Background: an optimization exercise with open tools, aiming at small area, a short achievable clock period and few clock cycles per item. Do not read the settings as production practice.
In this exercise RTL edits were held to simulation tests only and were not proved equivalent to the original.
Power figures rest on the tool's default switching activity, not on a simulated workload.

--- design/flow/design.v ---
package sigmoidPkg;
    localparam int DATA_W = 16;
    localparam int FRAC_W = 8;
    typedef logic signed [DATA_W-1:0] preAct_t;
    typedef logic [DATA_W-1:0] act_t;
    function automatic logic [8:0] sigmoidQT(input logic [4:0] q, input logic [2:0] t);
        case ({q, t})
            8'd0: sigmoidQT = 9'd128;   
            8'd1: sigmoidQT = 9'd134;   
            8'd2: sigmoidQT = 9'd141;   
            8'd3: sigmoidQT = 9'd147;   
            8'd4: sigmoidQT = 9'd153;   
            8'd5: sigmoidQT = 9'd159;   
            8'd8: sigmoidQT = 9'd159;   
            8'd9: sigmoidQT = 9'd165;   
            8'd10: sigmoidQT = 9'd171;   
            8'd11: sigmoidQT = 9'd177;   
            8'd12: sigmoidQT = 9'd182;   
            8'd13: sigmoidQT = 9'd187;   
            8'd16: sigmoidQT = 9'd187;   
            8'd17: sigmoidQT = 9'd192;   
            8'd18: sigmoidQT = 9'd197;   
            8'd19: sigmoidQT = 9'd201;   
            8'd20: sigmoidQT = 9'd205;   
            8'd21: sigmoidQT = 9'd209;   
            8'd24: sigmoidQT = 9'd209;   
            8'd25: sigmoidQT = 9'd213;   
            8'd26: sigmoidQT = 9'd216;   
            8'd27: sigmoidQT = 9'd220;   
            8'd28: sigmoidQT = 9'd223;   
            8'd29: sigmoidQT = 9'd225;   
            8'd32: sigmoidQT = 9'd225;   
            8'd33: sigmoidQT = 9'd228;   
            8'd34: sigmoidQT = 9'd230;   
            8'd35: sigmoidQT = 9'd233;   
            8'd36: sigmoidQT = 9'd235;   
            8'd37: sigmoidQT = 9'd237;   
            8'd40: sigmoidQT = 9'd237;   
            8'd41: sigmoidQT = 9'd238;   
            8'd42: sigmoidQT = 9'd240;   
            8'd43: sigmoidQT = 9'd241;   
            8'd44: sigmoidQT = 9'd243;   
            8'd45: sigmoidQT = 9'd244;   
            8'd48: sigmoidQT = 9'd244;   
            8'd49: sigmoidQT = 9'd245;   
            8'd50: sigmoidQT = 9'd246;   
            8'd51: sigmoidQT = 9'd247;   
            8'd52: sigmoidQT = 9'd248;   
            8'd53: sigmoidQT = 9'd248;   
            8'd56: sigmoidQT = 9'd248;   
            8'd57: sigmoidQT = 9'd249;   
            8'd58: sigmoidQT = 9'd250;   
            8'd59: sigmoidQT = 9'd250;   
            8'd60: sigmoidQT = 9'd251;   
            8'd61: sigmoidQT = 9'd251;   
            8'd64: sigmoidQT = 9'd251;   
            8'd65: sigmoidQT = 9'd252;   
            8'd66: sigmoidQT = 9'd252;   
            8'd67: sigmoidQT = 9'd253;   
            8'd68: sigmoidQT = 9'd253;   
            8'd69: sigmoidQT = 9'd253;   
            8'd72: sigmoidQT = 9'd253;   
            8'd73: sigmoidQT = 9'd253;   
            8'd74: sigmoidQT = 9'd254;   
            8'd75: sigmoidQT = 9'd254;   
            8'd76: sigmoidQT = 9'd254;   
            8'd77: sigmoidQT = 9'd254;   
            8'd80: sigmoidQT = 9'd254;   
            8'd81: sigmoidQT = 9'd254;   
            8'd82: sigmoidQT = 9'd255;   
            8'd83: sigmoidQT = 9'd255;   
            8'd84: sigmoidQT = 9'd255;   
            8'd85: sigmoidQT = 9'd255;   
            8'd88: sigmoidQT = 9'd255;   
            8'd89: sigmoidQT = 9'd255;   
            8'd90: sigmoidQT = 9'd255;   
            8'd91: sigmoidQT = 9'd255;   
            8'd92: sigmoidQT = 9'd255;   
            8'd93: sigmoidQT = 9'd256;   
            8'd161: sigmoidQT = 9'd1;   
            8'd162: sigmoidQT = 9'd1;   
            8'd163: sigmoidQT = 9'd1;   
            8'd164: sigmoidQT = 9'd1;   
            8'd165: sigmoidQT = 9'd1;   
            8'd168: sigmoidQT = 9'd1;   
            8'd169: sigmoidQT = 9'd1;   
            8'd170: sigmoidQT = 9'd1;   
            8'd171: sigmoidQT = 9'd1;   
            8'd172: sigmoidQT = 9'd2;   
            8'd173: sigmoidQT = 9'd2;   
            8'd176: sigmoidQT = 9'd2;   
            8'd177: sigmoidQT = 9'd2;   
            8'd178: sigmoidQT = 9'd2;   
            8'd179: sigmoidQT = 9'd2;   
            8'd180: sigmoidQT = 9'd3;   
            8'd181: sigmoidQT = 9'd3;   
            8'd184: sigmoidQT = 9'd3;   
            8'd185: sigmoidQT = 9'd3;   
            8'd186: sigmoidQT = 9'd3;   
            8'd187: sigmoidQT = 9'd4;   
            8'd188: sigmoidQT = 9'd4;   
            8'd189: sigmoidQT = 9'd5;   
            8'd192: sigmoidQT = 9'd5;   
            8'd193: sigmoidQT = 9'd5;   
            8'd194: sigmoidQT = 9'd6;   
            8'd195: sigmoidQT = 9'd6;   
            8'd196: sigmoidQT = 9'd7;   
            8'd197: sigmoidQT = 9'd8;   
            8'd200: sigmoidQT = 9'd8;   
            8'd201: sigmoidQT = 9'd8;   
            8'd202: sigmoidQT = 9'd9;   
            8'd203: sigmoidQT = 9'd10;   
            8'd204: sigmoidQT = 9'd11;   
            8'd205: sigmoidQT = 9'd12;   
            8'd208: sigmoidQT = 9'd12;   
            8'd209: sigmoidQT = 9'd13;   
            8'd210: sigmoidQT = 9'd15;   
            8'd211: sigmoidQT = 9'd16;   
            8'd212: sigmoidQT = 9'd18;   
            8'd213: sigmoidQT = 9'd19;   
            8'd216: sigmoidQT = 9'd19;   
            8'd217: sigmoidQT = 9'd21;   
            8'd218: sigmoidQT = 9'd23;   
            8'd219: sigmoidQT = 9'd26;   
            8'd220: sigmoidQT = 9'd28;   
            8'd221: sigmoidQT = 9'd31;   
            8'd224: sigmoidQT = 9'd31;   
            8'd225: sigmoidQT = 9'd33;   
            8'd226: sigmoidQT = 9'd36;   
            8'd227: sigmoidQT = 9'd40;   
            8'd228: sigmoidQT = 9'd43;   
            8'd229: sigmoidQT = 9'd47;   
            8'd232: sigmoidQT = 9'd47;   
            8'd233: sigmoidQT = 9'd51;   
            8'd234: sigmoidQT = 9'd55;   
            8'd235: sigmoidQT = 9'd59;   
            8'd236: sigmoidQT = 9'd64;   
            8'd237: sigmoidQT = 9'd69;   
            8'd240: sigmoidQT = 9'd69;   
            8'd241: sigmoidQT = 9'd74;   
            8'd242: sigmoidQT = 9'd79;   
            8'd243: sigmoidQT = 9'd85;   
            8'd244: sigmoidQT = 9'd91;   
            8'd245: sigmoidQT = 9'd97;   
            8'd248: sigmoidQT = 9'd97;   
            8'd249: sigmoidQT = 9'd103;   
            8'd250: sigmoidQT = 9'd109;   
            8'd251: sigmoidQT = 9'd115;   
            8'd252: sigmoidQT = 9'd122;   
            8'd253: sigmoidQT = 9'd128;   
            default: sigmoidQT = 9'd0;
        endcase
    endfunction
endpackage
`timescale 1ns/1ps
module sigmoidLane (
    input  sigmoidPkg::preAct_t x,
    output logic [8:0]          result
);
    logic [4:0] q;
    logic [6:0] r;
    logic [2:0] t;
    logic satHi;
    logic satLo;
    logic [8:0] entry;
    assign q = x[11:7];
    assign r = x[6:0];
    always_comb begin
        if (r >= 7'd116) t = 3'd5;
        else if (r >= 7'd90) t = 3'd4;
        else if (r >= 7'd64) t = 3'd3;
        else if (r >= 7'd39) t = 3'd2;
        else if (r >= 7'd13) t = 3'd1;
        else t = 3'd0;
    end
    assign satHi = (x >= 16'sd1536);
    assign satLo = (x < -16'sd1536);
    assign entry = sigmoidPkg::sigmoidQT(q, t);
    always_comb begin
        if (satHi) result = 9'd256;
        else if (satLo) result = 9'd0;
        else result = entry;
    end
endmodule
`timescale 1ns/1ps
module sigmoidLayer #(
    parameter int NUM_LANES = 10
) (
    input  logic                                 clk,
    input  logic                                 rst,
    input  logic                                 inValid,
    output logic                                 inReady,
    input  sigmoidPkg::preAct_t [NUM_LANES-1:0] inData,
    output logic                                 outValid,
    input  logic                                 outReady,
    output sigmoidPkg::act_t [NUM_LANES-1:0]    outData
);
    logic [8:0] resNext [NUM_LANES];
    logic [8:0] resReg [NUM_LANES];
    logic accept;
    assign inReady = !outValid || outReady;
    assign accept = inValid && inReady;
    always_ff @(posedge clk) begin
        if (rst) begin
            outValid <= 1'b0;
        end else if (inReady) begin
            outValid <= inValid;
        end
    end
    for (genvar i = 0; i < NUM_LANES; i++) begin : genLane
        sigmoidLane lane (
            .x(inData[i]),
            .result(resNext[i])
        );
        always_ff @(posedge clk) begin
            if (accept) begin
                resReg[i] <= resNext[i];
            end
        end
        assign outData[i] = {7'd0, resReg[i]};
    end
endmodule
--- design/flow/run.sh ---
#!/bin/bash
# synth_recipe.tcl (not shown) runs the flow's synth.tcl, then flattens the netlist and writes it again
# the make line also repeats each setting of config.mk as NAME=value (left out here)
make -C /OpenROAD-flow-scripts/flow DESIGN_CONFIG=/design/flow/config.mk WORK_HOME=/design/flow/orfs CLKGATE_MAP_FILE= SYNTH_SCRIPT=/design/flow/synth_recipe.tcl finish
--- design/flow/config.mk ---
export PLATFORM = sky130hd
export DESIGN_NAME = sigmoidLayer
export DESIGN_NICKNAME = sigmoidLayer
export VERILOG_FILES = /design/flow/design.v
export SDC_FILE = /design/flow/constraint.sdc
export NUM_CORES = 4
export LEC_CHECK = 0
export CAP_MARGIN = 20
export CORE_MARGIN = 2
export CORE_UTILIZATION = 40
export PLACE_DENSITY = 0.6
export SLEW_MARGIN = 20
--- design/flow/constraint.sdc ---
create_clock -name core_clock -period 4.5 [get_ports {clk}]
set_input_delay 0.9000 -clock core_clock [delete_from_list [all_inputs] [get_ports {clk}]]
set_output_delay 0.9000 -clock core_clock [all_outputs]
set_load 0.01 [all_outputs]
==> impl_metrics.ini, run 1 <==
[outcome]
outcome = complete, no violations

[die]
die_y_um = 213
die_x_um = 213
start_util_pct = 40.5
dieArea_um2 = 45400
rows = 76
core_area_um2 = 43200
pin_count = 326

[clock_tree]
path_clk_slew_ps = 80
cts_hold_buf = 0
cts_setup_buffers = 0
cts_tree = done
clock_sinks = 91
numCtsBuffers = 9
ctsResizeCount = 0
clockBufferDepth = 2
cts_root_buffer = clkbuf_16
clk_latency_ps = 390
h-tree-depth = 3

[final_layout]
layout-drive-gt1-share_pct = 7.75
diodes = 0
areaGrowthSynthToFinish_pct = 18.9
final_core_util_pct = 48.2
fin_nets = 2964

[worst_setup_path]
critPathMaxFanout = 8
reg2reg_depth = 3
critPathKind = in -> reg
r2r_slack_ps = 2870
cp-start-kind = input port
cp-end-kind = flip-flop
worstPathRequired_ps = 4630
rr_startpoint = outValid$_SDFFE_PP0N_
crit_arrival_ps = 4110
rr_endpoint = resReg[6][0]$_SDFFCE_PP0P_

[synthesis]
yosys-top-cells-area = edfxtp_1, ha_1, a21oi_1
synth.top_cell.area_share_pct = 15.4
synth_seq_cells = 91
synth.most_common_cell = nand2_1
async_flop_share_pct = 0
yosys.area.top_type = edfxtp_1
syn_area_per_cell_um2 = 6.97
synth_commonest_cells = nand2_1, a21oi_1, nor2_1, o21ai_0, clkbuf_1
synthAdderAreaFrac_pct = 8.58
synth_flop_cell = edfxtp_1
muxShareOfSynthArea_pct = 2.09
synth_enable_flop_cells = 90
synth_xor_area_share_pct = 0.250
synth_top_family_by_area = compound AO/OA/AOI/OAI gates
synthCells = 2511
yosysSeqAreaShare_pct = 15.6
synthSimpleGateAreaFrac_pct = 21.2
synth_compound_area_share_pct = 41.9
synth_cell_types = 105
yosys_warnings = 5
syn_area_um2 = 17500

[timing]
hold_viol = 0
holdWs_ps = 533
worst_pin_slew_ps = 923
post-route-min-period_ps = 3970
slew_violations = 0
setup_violations = 0
max_freq_mhz = 252
post-route-period-util_pct = 88.3
finClkSkew_ps = 13.1
tns_ps = 0
rsz0062_at_grt = false
max_slew_margin_pct = 38.5

[global_route]
antenna_found_initial = 1
grt_max_degree = 47
grt_first_pass_wirelength_um = 104000
grt_usage_pct = 28.2
grt_pass1_vias = 19100
grt_overflow_total = 0

[power]
p_per_area_nw_per_um2 = 191
irDropWorstVdd_mv = 0.187
p_leak_nw = 7.87

[worst_hold_path]
hp-class = reg -> reg
hp-start = outValid$_SDFFE_PP0N_
min_to = outValid$_SDFFE_PP0N_
hold_depth = 2

[drt]
via_per_inst = 6.49
drc = 0
dr_total_vias = 21200
routed_wirelength_um = 66900
antenna_left = 0
drtIter0Drc = 2883
wire_per_inst_um = 20.5
dr.pass1.iters = 6

[placement]
hpwl_um = 49100
io_buffers = 255
gp_congestion = 0.989

[flow_run]
max-cap-violations = 0
-- cells in the final DEF (no fill, tap or decap), types with 20 or more instances in the layout --
cell type | Yosys | layout
nand3_1 | 67 | 67
a31oi_1 | 44 | 44
a211oi_1 | 60 | 60
a21oi_1 | 242 | 242
edfxtp_1 | 90 | 90
a211o_1 | 20 | 20
nor4_1 | 25 | 25
o31ai_1 | 26 | 26
nand2b_1 | 25 | 25
nand2_1 | 255 | 255
o211ai_1 | 76 | 76
a311oi_1 | 29 | 29
conb_1 | 1 | 70
nor2_1 | 222 | 222
mux2i_1 | 23 | 23
nor3_1 | 81 | 81
o22ai_1 | 26 | 26
inv_1 | 85 | 85
o21ai_0 | 217 | 217
o2111ai_1 | 23 | 23
buf_4 | 75 | 120
ha_1 | 120 | 120
nand4_1 | 28 | 28
a21o_1 | 20 | 20
clkdlybuf4s50_1 | 0 | 255
-- area by class of cell --
| class | instances | area, µm² |
|---|---|---|
| inverters | 105 | 394 |
| fillers | 4346 | 22400 |
| flip-flops and latches | 91 | 2720 |
| multi-input cells | 2097 | 13200 |
| clock inverters | 4 | 41.3 |
| well taps | 585 | 732 |
| repair buffers | 376 | 3470 |
| clock buffers | 12 | 236 |
-- state kept, by name (all words and copies together), names as in the netlist --
signal,count
outValid,1
resReg,90
-- metrics by stage --
step,power (W),worst slack (ps),cells,cell area [µm²]
2_1_floorplan,0.00239,555,2580,17800
3_3_place_gp,0.00312,289,3254,20500
3_5_place_dp,0.00311,204,3254,20500
4_1_cts,0.00395,634,3270,20800
5_1_grt,0.00421,199,3270,20800
6_report,0.00398,525,3270,20800
-- cell families (layout without fill, tap and decap cells) --
group / Yosys count / in the layout
other: 1 / 70
AOI/OAI and AO/OA: 1065 / 1065
DFF: 91 / 91
buffers and inverters: 392 / 497
and+or+nand+nor: 805 / 805
muxes: 32 / 32
xor gates and xnor gates: 5 / 5
adders and majority gates: 120 / 120
-- worst max-delay path, cell delays in order --
cell and delay, ps:
clkdlybuf4s50_1 460, nor3_1 390, a21boi_0 220, or2_2 320
o21ai_0 350, inv_1 190, ha_1 340, mux2i_1 310
a2bb2oi_1 190, nor2_1 60, o31ai_1 250, nand4_1 110
-- where the power goes --
part | total [W] | switching, W | internal, W | leakage [nW]
clock network | 0.000822 | 0.000395 | 0.000427 | 0.133
logic | 0.00215 | 0.00132 | 0.000821 | 6.83
registers | 0.00101 | 0.0000195 | 0.000992 | 0.902
-- per-layer routing --
layer	vias to the layer above	global-route usage [%]	share of wire (%)
li1	9787	-	-
met1	9854	40.3	44
met2	1436	42.7	43
met3	141	4.44	11
met4	2	9.82	2.4
met5	-	0	0.016
-- how the worst max path moves through the flow --
stage / cells after the start / endpoint / slack, ps / startpoint
4_1_cts: 11 / resReg[3][4]$_SDFFCE_PP0P_ / 630 / inData[51]
3_5_place_dp: 12 / resReg[3][0]$_SDFFCE_PP0P_ / 200 / inData[51]
2_1_floorplan: 16 / resReg[1][1]$_SDFFCE_PP0P_ / 560 / inData[18]
6_report: 12 / resReg[3][0]$_SDFFCE_PP0P_ / 530 / inData[51]
3_3_place_gp: 12 / resReg[3][0]$_SDFFCE_PP0P_ / 290 / inData[51]
5_1_grt: 11 / resReg[1][3]$_SDFFCE_PP0P_ / 200 / inData[19]
Testbench counts, summed over its fixed seeds: cycles 16,008, beats 16,000.
==> run 2, diff against run 1 <==
--- a/design/flow/config.mk
+++ b/design/flow/config.mk
@@ -9,4 +9,5 @@
 export CORE_MARGIN = 2
 export CORE_UTILIZATION = 40
 export PLACE_DENSITY = 0.6
+export SETUP_SLACK_MARGIN = 1.5
 export SLEW_MARGIN = 20
==> impl_metrics.ini, run 2 <==
[outcome]
outcome = complete, no violations

[drt]
dr_total_vias = 22000
drtIter0Drc = 2973
wire_per_inst_um = 20.8
antenna_left = 0
routed_wirelength_um = 70400
via_per_inst = 6.50
drc = 0
dr.pass1.iters = 6

[timing]
tns_ps = 0
max_slew_margin_pct = 40.4
max_freq_mhz = 333
holdWs_ps = 529
rsz0062_at_grt = true
hold_viol = 0
post-route-period-util_pct = 66.8
setup_ws_ps = 1500
worst_pin_slew_ps = 892
slew_violations = 0
post-route-min-period_ps = 3000
setup_violations = 0
finClkSkew_ps = 16.2

[synthesis]
synth_top_family_by_area = compound AO/OA/AOI/OAI gates
synth_compound_area_share_pct = 41.9
synth_enable_flop_cells = 90
yosys_warnings = 5
yosysSeqAreaShare_pct = 15.6
synthCells = 2511
synthSimpleGateAreaFrac_pct = 21.2
synth_xor_area_share_pct = 0.250
synth_flop_cell = edfxtp_1
synth_cell_types = 105
syn_area_um2 = 17500
yosys.area.top_type = edfxtp_1
synth_seq_cells = 91
synthAdderAreaFrac_pct = 8.58
async_flop_share_pct = 0
synth.most_common_cell = nand2_1
yosys-top-cells-area = edfxtp_1, ha_1, a21oi_1
synth_commonest_cells = nand2_1, a21oi_1, nor2_1, o21ai_0, clkbuf_1
syn_area_per_cell_um2 = 6.97
synth.top_cell.area_share_pct = 15.4
muxShareOfSynthArea_pct = 2.09

[clock_tree]
cts_root_buffer = clkbuf_16
clock_sinks = 91
numCtsBuffers = 9
clk_latency_ps = 400
cts_hold_buf = 0
cts_tree = done
h-tree-depth = 3
path_clk_slew_ps = 70
clockBufferDepth = 2

[global_route]
grt_pass1_vias = 19700
use_met1_pct = 38.6
grt_max_degree = 72
grt-busiest-layer = met2
grt_first_pass_wirelength_um = 108000
antenna_found_initial = 0
grt_overflow_total = 0
grtUsageMet2_pct = 47.5
use_met3_pct = 4.31
grt_usage_pct = 29.1

[final_layout]
areaGrowthSynthToFinish_pct = 34.7
reg.largest.list = resReg x90, outValid x1
top_register = resReg
largest_reg_flops = 90
final_cell_mix = nand2_1, a21oi_1, buf_4, nor2_1, o21ai_0
stdcell_area_um2 = 23600
final_common_cell = nand2_1
layout-drive-gt1-share_pct = 24.1
diodes = 0
fin_nets = 3083
fill_cells = 4112
instances_no_fill = 3388

[die]
pin_count = 326
die_y_um = 213
die_x_um = 213
rows = 76
core_area_um2 = 43200
start_util_pct = 40.5
dieArea_um2 = 45400

[worst_setup_path]
cp-start-kind = input port
cp-end-kind = flip-flop
worstPathRequired_ps = 4630
crit_arrival_ps = 3140
critPathKind = in -> reg
r2r_slack_ps = 2840
critPathMaxFanout = 5

[placement]
gp_congestion = 0.978
place_inst = 3221
io_buffers = 255
place_area_um2 = 21100
hpwl_um = 47800
post-place-ws_ps = 385

[flow_run]
max-cap-violations = 0

[power]
p_per_area_nw_per_um2 = 188
p_leak_nw = 8.82
irDropWorstVdd_mv = 0.172

[worst_hold_path]
hp-class = reg -> reg
-- run 2: cell types whose count changed in the layout (fill, tap and decap cells not counted), moves of 23 or more --
cell             before  now
buf_4               120  214
clkdlybuf4s50_1     255  176
ha_1                120   70
o21ai_0             217  179
ha_4                  0   36
inv_1                85   57
clkbuf_2              0   27
buf_6                 0   23
nand2_1             255  232
-- run 2: repair_timing --
item	CTS	global route
setup buffers	101	51
resized for setup	338	225
pin swaps	130	142
setup endpoints to repair	73	60
-- run 2: cell families (layout without fill, tap and decap cells) --
kind of cell               Yosys count  in the layout
AOI/OAI and AO/OA                 1065           1065
xor gates and xnor gates             5              5
adders and majority gates          120            120
buffers and inverters              392            615
DFF                                 91             91
muxes                               32             32
other                                1             70
and+or+nand+nor                    805            805
-- run 2: worst paths after layout --
kind / from / to / depth (start not counted)
worst max-delay path: inData[37] / resReg[2][1]$_SDFFCE_PP0P_ / 12
worst min-delay path: outValid$_SDFFE_PP0N_ / outValid$_SDFFE_PP0N_ / 2
worst max register to register: outValid$_SDFFE_PP0N_ / resReg[6][8]$_SDFFCE_PP1P_ / 3
worst min register to register: outValid$_SDFFE_PP0N_ / outValid$_SDFFE_PP0N_ / 2
-- run 2: worst max-delay path: stages --
cell	delay (ps)
buf_12	110
buf_6	110
o311ai_4	360
a21oi_4	120
o21ai_4	260
inv_4	90
ha_4	180
mux2_2	260
a21oi_2	130
o221a_2	210
a311oi_1	50
o32a_1	350
-- run 2: layout make-up --
type                    count  area, µm²  area share, %
multi-input cells        2097      15100           63.9
repair buffers            495       4320           18.3
flip-flops and latches     91       2720           11.6
well taps                 585        732           3.11
inverters                 105        469           1.99
clock buffers              11        233          0.988
clock inverters             4       28.8          0.122
-- run 2: power by group --
group	internal [W]	switching, W
combinational	0.00109	0.00153
sequential	0.000992	0.0000206
clock	0.000374	0.000422
-- run 2: routing by layer --
metal	wire, µm	vias to the layer above
met5	0	-
met4	2550	0
met3	6740	236
met2	32800	1445
met1	28300	10300
li1	-	10000
-- run 2: stage by stage --
stage	total power, W	utilization [%]
6_report	0.00443	54.6
5_1_grt	0.00465	54.6
4_1_cts	0.00422	52.8
3_5_place_dp	0.00321	48.8
3_3_place_gp	0.00323	48.8
2_1_floorplan	0.00254	-
==> run 3, diff against run 2 <==
==> design/flow/flow/run.sh (new file) <==
#!/bin/bash
# Standard synthesis, then the combinational logic re-mapped by ABC for area (registers kept
# as the standard synthesis made them), then the standard layout from floorplan to finish.
set -euo pipefail
W=$(pwd)
R=$W/orfs/results/${FLOW_PLATFORM}/sigmoidLayer/base
L=$W/orfs/logs/${FLOW_PLATFORM}/sigmoidLayer/base
LIB=$FLOW_HOME/platforms/${FLOW_PLATFORM}/lib/sky130_fd_sc_hd__tt_025C_1v80.lib

# 1. The standard synthesis
bash standard.sh $R/1_2_yosys.v > $W/log_1_synth.txt 2>&1
cp $R/1_2_yosys.v $W/std_1_2_yosys.v

# 2. Re-map the combinational cells for area
python3 $W/flow/mkmap.py $LIB $W/comb_cells.v > $W/log_2_mkmap.txt 2>&1
DONTUSE=$(grep -o -- "-dont_use [A-Za-z0-9_]*" $L/1_2_yosys.log | sort -u | tr '\n' ' ')
cat > $W/remap.abc <<'EOS'
strash
dch -f
map -a
topo
stime -p
EOS
cat > $W/remap.ys <<EOS
read_liberty -lib $LIB
read_verilog $W/std_1_2_yosys.v
hierarchy -top $FLOW_TOP
techmap -map $W/comb_cells.v
techmap
opt -purge
abc -liberty $LIB $DONTUSE -script $W/remap.abc
opt_clean -purge
hilomap -singleton -hicell sky130_fd_sc_hd__conb_1 HI -locell sky130_fd_sc_hd__conb_1 LO
insbuf -buf sky130_fd_sc_hd__buf_4 A X
splitnets
opt_clean -purge
stat -liberty $LIB
write_verilog -noattr -noexpr -nohex -nodec $W/remap_1_2_yosys.v
EOS
yosys -s $W/remap.ys > $W/log_2_remap.txt 2>&1
cp $W/remap_1_2_yosys.v $R/1_2_yosys.v
touch $R/1_2_yosys.v

# 3. The standard layout, with the smallest buffer on the ports
export BUFFER_PORTS_ARGS="-buffer_cell ${PORT_BUFFER:-sky130_fd_sc_hd__buf_1}"
bash standard.sh > $W/log_3_layout.txt 2>&1
==> design/flow/flow/mkmap.py (new file) <==
#!/usr/bin/env python3
# Writes a Yosys techmap file turning each combinational liberty cell into its logic function.
import re, sys
lib = open(sys.argv[1]).read()
out = open(sys.argv[2], 'w')
pos = 0
cells = []
for m in re.finditer(r'\n\s*cell\s*\(\s*"?(\w+)"?\s*\)\s*\{', lib):
    cells.append((m.group(1), m.start()))
cells.append((None, len(lib)))
n = 0
for (name, s), (_, e) in zip(cells, cells[1:]):
    body = lib[s:e]
    if re.search(r'\n\s*(ff|latch|statetable)\s*\(', body):
        continue
    pins = []
    for pm in re.finditer(r'\n\s*pin\s*\(\s*"?(\w+)"?\s*\)\s*\{', body):
        pb = body[pm.end():pm.end() + 4000]
        # cut at next pin
        nxt = re.search(r'\n\s*pin\s*\(', pb)
        if nxt: pb = pb[:nxt.start()]
        d = re.search(r'direction\s*:\s*"?(\w+)"?', pb)
        f = re.search(r'\bfunction\s*:\s*"([^"]*)"', pb)
        pins.append((pm.group(1), d.group(1) if d else None, f.group(1) if f else None))
    outs = [p for p in pins if p[1] == 'output']
    ins = [p for p in pins if p[1] == 'input']
    if not outs or any(o[2] is None for o in outs):
        continue
    ports = [p[0] for p in ins] + [o[0] for o in outs]
    out.write(f"module {name} ({', '.join(ports)});\n")
    for p in ins: out.write(f"  input {p[0]};\n")
    for o in outs:
        fn = o[2].replace('!', '~')
        fn = re.sub(r'\b1\b', "1'b1", fn); fn = re.sub(r'\b0\b', "1'b0", fn)
        out.write(f"  output {o[0]};\n  assign {o[0]} = {fn};\n")
    out.write("endmodule\n\n")
    n += 1
print(n, "cells")
==> design/flow/standard.sh (new file) <==
#!/bin/bash
# synth_recipe.tcl (not shown) runs the flow's synth.tcl, then flattens the netlist and writes it again
# the make line also repeats each setting of config.mk as NAME=value (left out here)
make -C /OpenROAD-flow-scripts/flow DESIGN_CONFIG=/design/flow/config.mk WORK_HOME=/design/flow/orfs CLKGATE_MAP_FILE= SYNTH_SCRIPT=/design/flow/synth_recipe.tcl "${@:-finish}"
--- a/design/flow/config.mk
+++ b/design/flow/config.mk
@@ -9,5 +9,4 @@
 export CORE_MARGIN = 2
 export CORE_UTILIZATION = 40
 export PLACE_DENSITY = 0.6
-export SETUP_SLACK_MARGIN = 1.5
 export SLEW_MARGIN = 20
removed: design/flow/run.sh
==> impl_metrics.ini, run 3 <==
[outcome]
outcome = complete, no violations

[worst_setup_path]
worstPathRequired_ps = 4650
cp-end-kind = flip-flop
r2r_slack_ps = 3120
crit_arrival_ps = 3900
reg2reg_depth = 2
cp-start-kind = input port
rr_startpoint = outValid$_SDFFE_PP0N_
critPathKind = in -> reg
critPathMaxFanout = 8
rr_endpoint = resReg[4][6]$_SDFFCE_PP0P_

[drt]
wire_per_inst_um = 18.2
dr.pass1.iters = 10
drc = 0
routed_wirelength_um = 56200
antenna_left = 0
drtIter0Drc = 3354
via_per_inst = 6.26
dr_total_vias = 19300

[die]
pin_count = 326
dieArea_um2 = 35300
rows = 67
die_x_um = 188
start_util_pct = 40.5
core_area_um2 = 33400
die_y_um = 188

[timing]
max_slew_margin_pct = 28.3
post-route-period-util_pct = 83.3
tns_ps = 0
post-route-min-period_ps = 3750
setup_violations = 0
rsz0062_at_grt = false
setup_ws_ps = 751
holdWs_ps = 550
finClkSkew_ps = 7.13
max_freq_mhz = 267
hold_viol = 0
slew_violations = 0
worst_pin_slew_ps = 1050

[global_route]
grt_first_pass_wirelength_um = 89300
grt_overflow_total = 0
antenna_found_initial = 2
grt_max_degree = 91
grt_usage_pct = 30.5
grt_pass1_vias = 17100

[clock_tree]
h-tree-depth = 3
clk_latency_ps = 370
cts_setup_buffers = 0
cts_hold_buf = 0
cts_tree = done
clockBufferDepth = 2
clock_sinks = 91
cts_root_buffer = clkbuf_16
ctsResizeCount = 0
numCtsBuffers = 9
path_clk_slew_ps = 70

[final_layout]
final_common_cell = nor2_1
layout-drive-gt1-share_pct = 4.18
top_register = resReg
reg.largest.list = resReg x90, outValid x1
areaGrowthSynthToFinish_pct = 16.0
fin_nets = 2788
largest_reg_flops = 90
final_cell_mix = nor2_1, clkinv_1, nand2_1, buf_1, o21ai_0

[worst_hold_path]
hold_depth = 2
hp-start = outValid$_SDFFE_PP0N_
min_to = outValid$_SDFFE_PP0N_
hp-class = reg -> reg

[synthesis]
synthCells = 2280
syn_area_per_cell_um2 = 5.93
yosys_warnings = 5
syn_area_um2 = 13500

[power]
p_sw_share_pct = 44.7
irDropWorstVdd_mv = 0.181
comb_power_share_pct = 45.1
p_leak_nw = 5.28
seqPwrFrac_pct = 31.1
net-switching-power_w = 0.00146
clkPwrFrac_pct = 23.8
p_int_w = 0.00180
p_per_area_nw_per_um2 = 208

[flow_run]
max-cap-violations = 0

[placement]
post-place-ws_ps = 493
io_buffers = 255
hpwl_um = 43200
gp_congestion = 1.07
run 3: final cells by class:
cell class / instances / area, µm²
diodes: 2 / 5.00
clock buffers: 9 / 225
clock inverters: 7 / 58.8
fillers: 3553 / 17700
inverters: 371 / 1390
multi-input cells: 1817 / 9140
flip-flops and latches: 91 / 2720
well taps: 448 / 561
repair buffers: 334 / 1560
run 3: layer usage:
layer	track usage, %	up-vias	share of wire, %
met4	13.1	0	4.4
li1	-	8815	-
met5	0	-	0
met1	41.7	8576	40
met2	48.0	1622	44
met3	4.21	247	12
run 3: worst max path at each step:
stage / from / endpoint / slack (ps)
3_5_place_dp: inData[54] / resReg[3][1]$_SDFFCE_PP0P_ / 490
3_3_place_gp: inData[54] / resReg[3][1]$_SDFFCE_PP0P_ / 330
2_1_floorplan: outReady / resReg[0][0]$_SDFFCE_PP0P_ / 460
6_report: inData[54] / resReg[3][1]$_SDFFCE_PP0P_ / 750
4_1_cts: inData[54] / resReg[3][1]$_SDFFCE_PP0P_ / 870
5_1_grt: inData[115] / resReg[7][2]$_SDFFCE_PP0P_ / 330
run 3: per-stage QoR:
| step | instances | util, % | cell area, µm² | power (W) |
|---|---|---|---|---|
| finish | 3079 | 47.0 | 15700 | 0.00326 |
| global route | 3079 | 47.0 | 15700 | 0.00344 |
| CTS | 3077 | 47.0 | 15700 | 0.00322 |
| detailed placement | 3061 | 46.1 | 15400 | 0.00244 |
| global placement | 3061 | 46.1 | 15400 | 0.00248 |
| floorplan | 2349 | - | 13800 | 0.00195 |
run 3: power by group through the flow:
stage               registers [W]  clock network [W]  logic [W]
floorplan                 0.00106                  0   0.000887
global placement          0.00103                  0    0.00144
detailed placement        0.00103                  0    0.00140
CTS                       0.00101           0.000801    0.00141
global route              0.00102           0.000827    0.00160
finish                    0.00101           0.000776    0.00147
run 3: worst max-delay path, cell delays in order:
cell,delay [ps]
buf_1,210
nor2_1,150
clkinv_1,90
nor3_1,390
nor2_1,130
clkinv_1,100
nor2_1,70
nor2_1,160
clkinv_1,150
nor2_1,270
nand2_1,110
nor2_1,350
clkinv_1,170
a21oi_1,160
a311oi_1,60
o21a_1,130
a311oi_1,290
==> run 4, diff against run 3 <==
--- a/design/flow/config.mk
+++ b/design/flow/config.mk
@@ -9,4 +9,5 @@
 export CORE_MARGIN = 2
 export CORE_UTILIZATION = 40
 export PLACE_DENSITY = 0.6
+export SETUP_SLACK_MARGIN = 2.0
 export SLEW_MARGIN = 20
==> impl_metrics.ini, run 4 <==
[outcome]
outcome = complete, no violations

[timing]
finClkSkew_ps = 9.63
tns_ps = 0
hold_viol = 0
slew_violations = 0
setup_violations = 0
rsz0062_at_grt = true
post-route-period-util_pct = 65.1
holdWs_ps = 545
max_freq_mhz = 342
worst_pin_slew_ps = 681
post-route-min-period_ps = 2930
max_slew_margin_pct = 54.4

[final_layout]
stdcell_area_um2 = 22100
areaGrowthSynthToFinish_pct = 63.3
multi_input_area_um2 = 12300
fin_nets = 3031
final_common_cell = nor2_1
final-seq-area_um2 = 2720
layout-drive-gt1-share_pct = 38.1
largest_reg_flops = 90
fill_cells = 2821
instances_no_fill = 3321
top_register = resReg
final_cell_mix = nor2_1, buf_4, nand2_1, clkinv_1, buf_1
reg.largest.list = resReg x90, outValid x1

[worst_setup_path]
rr_startpoint = outValid$_SDFFE_PP0N_
cp-end-kind = flip-flop
cp-start-kind = input port
critPathMaxFanout = 5
critPathKind = in -> reg
crit_arrival_ps = 3030
r2r_slack_ps = 3140
reg2reg_depth = 2
worstPathRequired_ps = 4600
rr_endpoint = resReg[0][7]$_SDFFCE_PP0P_

[die]
rows = 67
die_x_um = 188
core_area_um2 = 33400
pin_count = 326
start_util_pct = 40.5
die_y_um = 188
dieArea_um2 = 35300

[worst_hold_path]
min_to = outValid$_SDFFE_PP0N_
hold_depth = 2
hp-start = outValid$_SDFFE_PP0N_
hp-class = reg -> reg

[clock_tree]
clock_sinks = 91
cts_tree = done
h-tree-depth = 3
numCtsBuffers = 9
clk_latency_ps = 370
cts_root_buffer = clkbuf_16
path_clk_slew_ps = 70
clockBufferDepth = 2

[global_route]
grt_max_degree = 91
antenna_found_initial = 2
grt_pass1_vias = 19200
grt_overflow_total = 0
grt_usage_pct = 34.6
grt_first_pass_wirelength_um = 101000

[drt]
antenna_left = 0
dr.pass1.iters = 6
wire_per_inst_um = 20.3
via_per_inst = 6.38
drtIter0Drc = 2797
drc = 0
routed_wirelength_um = 67500
dr_total_vias = 21200

[power]
p_per_area_nw_per_um2 = 197
irDropWorstVdd_mv = 0.218
p_leak_nw = 7.87
power_w = 0.00434

[synthesis]
yosys_warnings = 5
syn_area_um2 = 13500
syn_area_per_cell_um2 = 5.93
synthCells = 2280

[placement]
gp_congestion = 1.04
place_area_um2 = 16400
hpwl_um = 44500
io_buffers = 255
place_inst = 3030

[flow_run]
max-cap-violations = 0
## run 4: what timing repair did
item	4_1_cts	5_1_grt
hold endpoints to repair	0	0
pin swaps	212	233
gates resized for setup	568	407
hold buffers	0	0
setup buffers	177	97
setup endpoints to repair	84	78
## run 4: per-stage QoR
stage,setup WS [ps],utilization [%]
after floorplan,1540,-
after global placement,547,49.1
after detailed placement,663,49.1
after CTS,1580,59.7
after global routing,1430,66.1
final,1570,66.1
## run 4: layer usage
metal | global-route usage (%) | vias up | routed length (µm)
met5 | 0 | - | 13
met3 | 6.16 | 450 | 7660
li1 | - | 9290 | -
met2 | 56.9 | 1865 | 31400
met4 | 16.1 | 2 | 3930
met1 | 44.0 | 9568 | 24500
## run 4: power breakdown
part           leakage [nW]  internal, W  switching [W]  total, W
Combinational          6.81     0.000908        0.00151   0.00241
Clock                 0.158     0.000543       0.000374  0.000917
Sequential            0.901     0.000993      0.0000187   0.00101
Total                  7.87      0.00244        0.00190   0.00434
## run 4: worst max-delay path by stage
stage,endpoint,slack [ps],depth (start not counted),start
after floorplan,resReg[9][2]$_SDFFCE_PP0P_,1540,14,inData[145]
after detailed placement,resReg[3][2]$_SDFFCE_PP0P_,660,15,inData[54]
after global routing,resReg[7][3]$_SDFFCE_PP0P_,1430,17,inData[113]
after CTS,resReg[9][1]$_SDFFCE_PP0P_,1580,19,inData[145]
after global placement,resReg[3][2]$_SDFFCE_PP0P_,550,15,inData[54]
final,resReg[7][3]$_SDFFCE_PP0P_,1570,17,inData[115]
## run 4: cell type report
cell class	instances	share of cell area (%)
well taps	448	2.54
repair buffers	577	19.1
multi-input cells	1817	55.6
clock buffers	9	1.02
diodes	2	0.0227
clock inverters	6	0.516
flip-flops and latches	91	12.3
inverters	371	8.86
## run 4: critical path: stages
cell	delay (ps)
buf_4	130
inv_8	50
a211oi_4	170
clkinv_2	110
o311ai_4	80
nand2_2	140
buf_6	140
nor2_4	130
clkinv_4	80
nor2_4	160
clkinv_4	100
nand2_8	100
nand2_4	60
o221ai_2	180
a31oi_2	120
o31ai_1	250
o41ai_1	110
==> run 5, diff against run 4 <==
--- a/design/flow/config.mk
+++ b/design/flow/config.mk
@@ -9,5 +9,5 @@
 export CORE_MARGIN = 2
 export CORE_UTILIZATION = 40
 export PLACE_DENSITY = 0.6
-export SETUP_SLACK_MARGIN = 2.0
+export SETUP_SLACK_MARGIN = 1.0
 export SLEW_MARGIN = 20
==> impl_metrics.ini, run 5 <==
[final_layout]
final-seq-area_um2 = 2720
fin_nets = 2805
multi_input_area_um2 = 9240
stdcell_area_um2 = 15900
reg.largest.list = resReg x90, outValid x1
final_core_util_pct = 47.6
largest_reg_flops = 90
layout-drive-gt1-share_pct = 6.16
final_common_cell = nor2_1
top_register = resReg
fill_cells = 3577
final_cell_mix = nor2_1, clkinv_1, nand2_1, buf_1, o21ai_0
areaGrowthSynthToFinish_pct = 17.6

[die]
dieArea_um2 = 35300
pin_count = 326
die_y_um = 188
core_area_um2 = 33400
start_util_pct = 40.5
die_x_um = 188
rows = 67

[clock_tree]
cts_root_buffer = clkbuf_16
path_clk_slew_ps = 70
numCtsBuffers = 9
clockBufferDepth = 2
h-tree-depth = 3
clock_sinks = 91
cts_tree = done
cts_hold_buf = 0
clk_latency_ps = 360

[timing]
holdWs_ps = 543
tns_ps = 0
max_freq_mhz = 288
worst_pin_slew_ps = 916
slew_violations = 0
post-route-period-util_pct = 77.2
post-route-min-period_ps = 3480
setup_violations = 0
finClkSkew_ps = 13.1
max_slew_margin_pct = 38.3
rsz0062_at_grt = true
hold_viol = 0

[drt]
via_per_inst = 6.19
drtIter0Drc = 3129
dr_total_vias = 19200
routed_wirelength_um = 56900
drc = 0
dr.pass1.iters = 9
antenna_left = 0
wire_per_inst_um = 18.4

[global_route]
grt_pass1_vias = 17300
grt_max_degree = 91
grt_overflow_total = 0
grt_first_pass_wirelength_um = 91100
antenna_found_initial = 4
grt_usage_pct = 31.2

[synthesis]
syn_area_per_cell_um2 = 5.93
yosys_warnings = 5
syn_area_um2 = 13500
synthCells = 2280

[worst_setup_path]
critPathTopFamily = simple AND/OR/NAND/NOR gates
crit_slowest_cell = nor2_1
cp_cell_sequence = buf_1 > clkinv_1 > nand4_1 > nand3_1 > clkinv_1 > nor2_1 > clkinv_1 > nor2_1 > nor2_1 > nor2_1 > nor2_1 > clkinv_1 > o22ai_1 > nand2_1 > a311o_2 > o211ai_1 > a21oi_1
critPathMaxFanout = 6
cp-end-kind = flip-flop
crit_arrival_ps = 3580
cp-start-kind = input port
worstPathRequired_ps = 4610
worst-path-buf-inv = 5
cpPeakStageDelay_ps = 370
cpMostUsedCell = nor2_1
critPathKind = in -> reg

[worst_hold_path]
hp-class = reg -> reg

[placement]
hpwl_um = 44000
io_buffers = 255
gp_congestion = 1.05
place_area_um2 = 15500

[outcome]
outcome = complete, no violations

[power]
p_leak_nw = 5.39
p_per_area_nw_per_um2 = 206
irDropWorstVdd_mv = 0.187

[flow_run]
max-cap-violations = 0
-- run 5: where the power goes --
| part | internal (W) | switching, W | total, W | leakage [nW] |
|---|---|---|---|---|
| Clock | 0.000381 | 0.000372 | 0.000753 | 0.126 |
| Sequential | 0.000993 | 0.0000209 | 0.00101 | 0.901 |
| Combinational | 0.000443 | 0.00106 | 0.00150 | 4.36 |
-- run 5: final timing paths --
kind                          from                    endpoint  slack (ps)  cells after the start
max                     inData[22]  resReg[1][1]$_SDFFCE_PP0P_        1020                     17
min          outValid$_SDFFE_PP0N_       outValid$_SDFFE_PP0N_         540                      2
min reg2reg  outValid$_SDFFE_PP0N_       outValid$_SDFFE_PP0N_         540                      2
max reg2reg  outValid$_SDFFE_PP0N_  resReg[1][1]$_SDFFCE_PP0P_        3110                      2
-- run 5: tightest hold or removal path, cell delays in order, from the launching register on --
cell and delay, ps:
dfxtp_1 350, nand2_1 100, a21oi_1 60
-- run 5: repair_timing --
action,in CTS,in global routing
resized for setup,2,42
endpoints found under the setup margin,2,47
pin swaps,0,1
buffers inserted,0,3
-- run 5: layout make-up --
type | instances | share of cell area (%)
Clock inverter | 6 | 0.307
Timing Repair Buffer | 351 | 10.7
Multi-Input combinational cell | 1817 | 58.2
Antenna cell | 1 | 0.0157
Tap cell | 448 | 3.53
Inverter | 371 | 8.76
Clock buffer | 10 | 1.44
Sequential cell | 91 | 17.1
-- run 5: per-layer routing --
layer,vias to the layer above,global-route usage (%),part of all wire (%)
met5,-,0,0.072
met3,247,5.22,11
met1,8506,42.0,40
met2,1546,49.6,44
li1,8857,-,-
met4,6,12.7,4.2
-- run 5: metrics by stage --
step	std cells	setup slack (ps)	power, W
floorplan	2349	1030	0.00194
global placement	3075	494	0.00249
detailed placement	3075	503	0.00245
CTS	3091	1010	0.00322
global route	3095	905	0.00347
finish	3095	1020	0.00327

==> static timing again, ports no longer ideal <==
The flow's constraints put no driver on any port. The routed layouts listed below were extracted and timed again, unchanged, in two steps.
Step 1 assumes that a clkbuf_16 drives the clock port and a buf_2 every other input.
Step 2 times the ports against the registers' clock, not the clock port: input delays grow and output delays shrink by t, the midpoint of the rising clock arrivals with the driver on.
a / b / c = ideal / step 1 / step 2; a / b = the first two.
run	shift t [ns]	slack for setup (ns)	worst slew at a driven data input, ns	cell pins on the clock port's net
run 1	0.431	0.525 / 0.548 / 0.117	0.11	1
run 2	0.443	1.496 / 1.503 / 1.061	0.06	1
run 3	0.409	0.751 / 0.714 / 0.305	0.12	1
run 4	0.414	1.572 / 1.568 / 1.153	0.10	1
run 5	0.401	1.024 / 1.041 / 0.639	0.11	1
After both steps setup and hold are still met in every run listed. For run 3, which loses most, drivers alone change the setup slack by -0.037 ns; drivers and shift together by -0.446 ns.
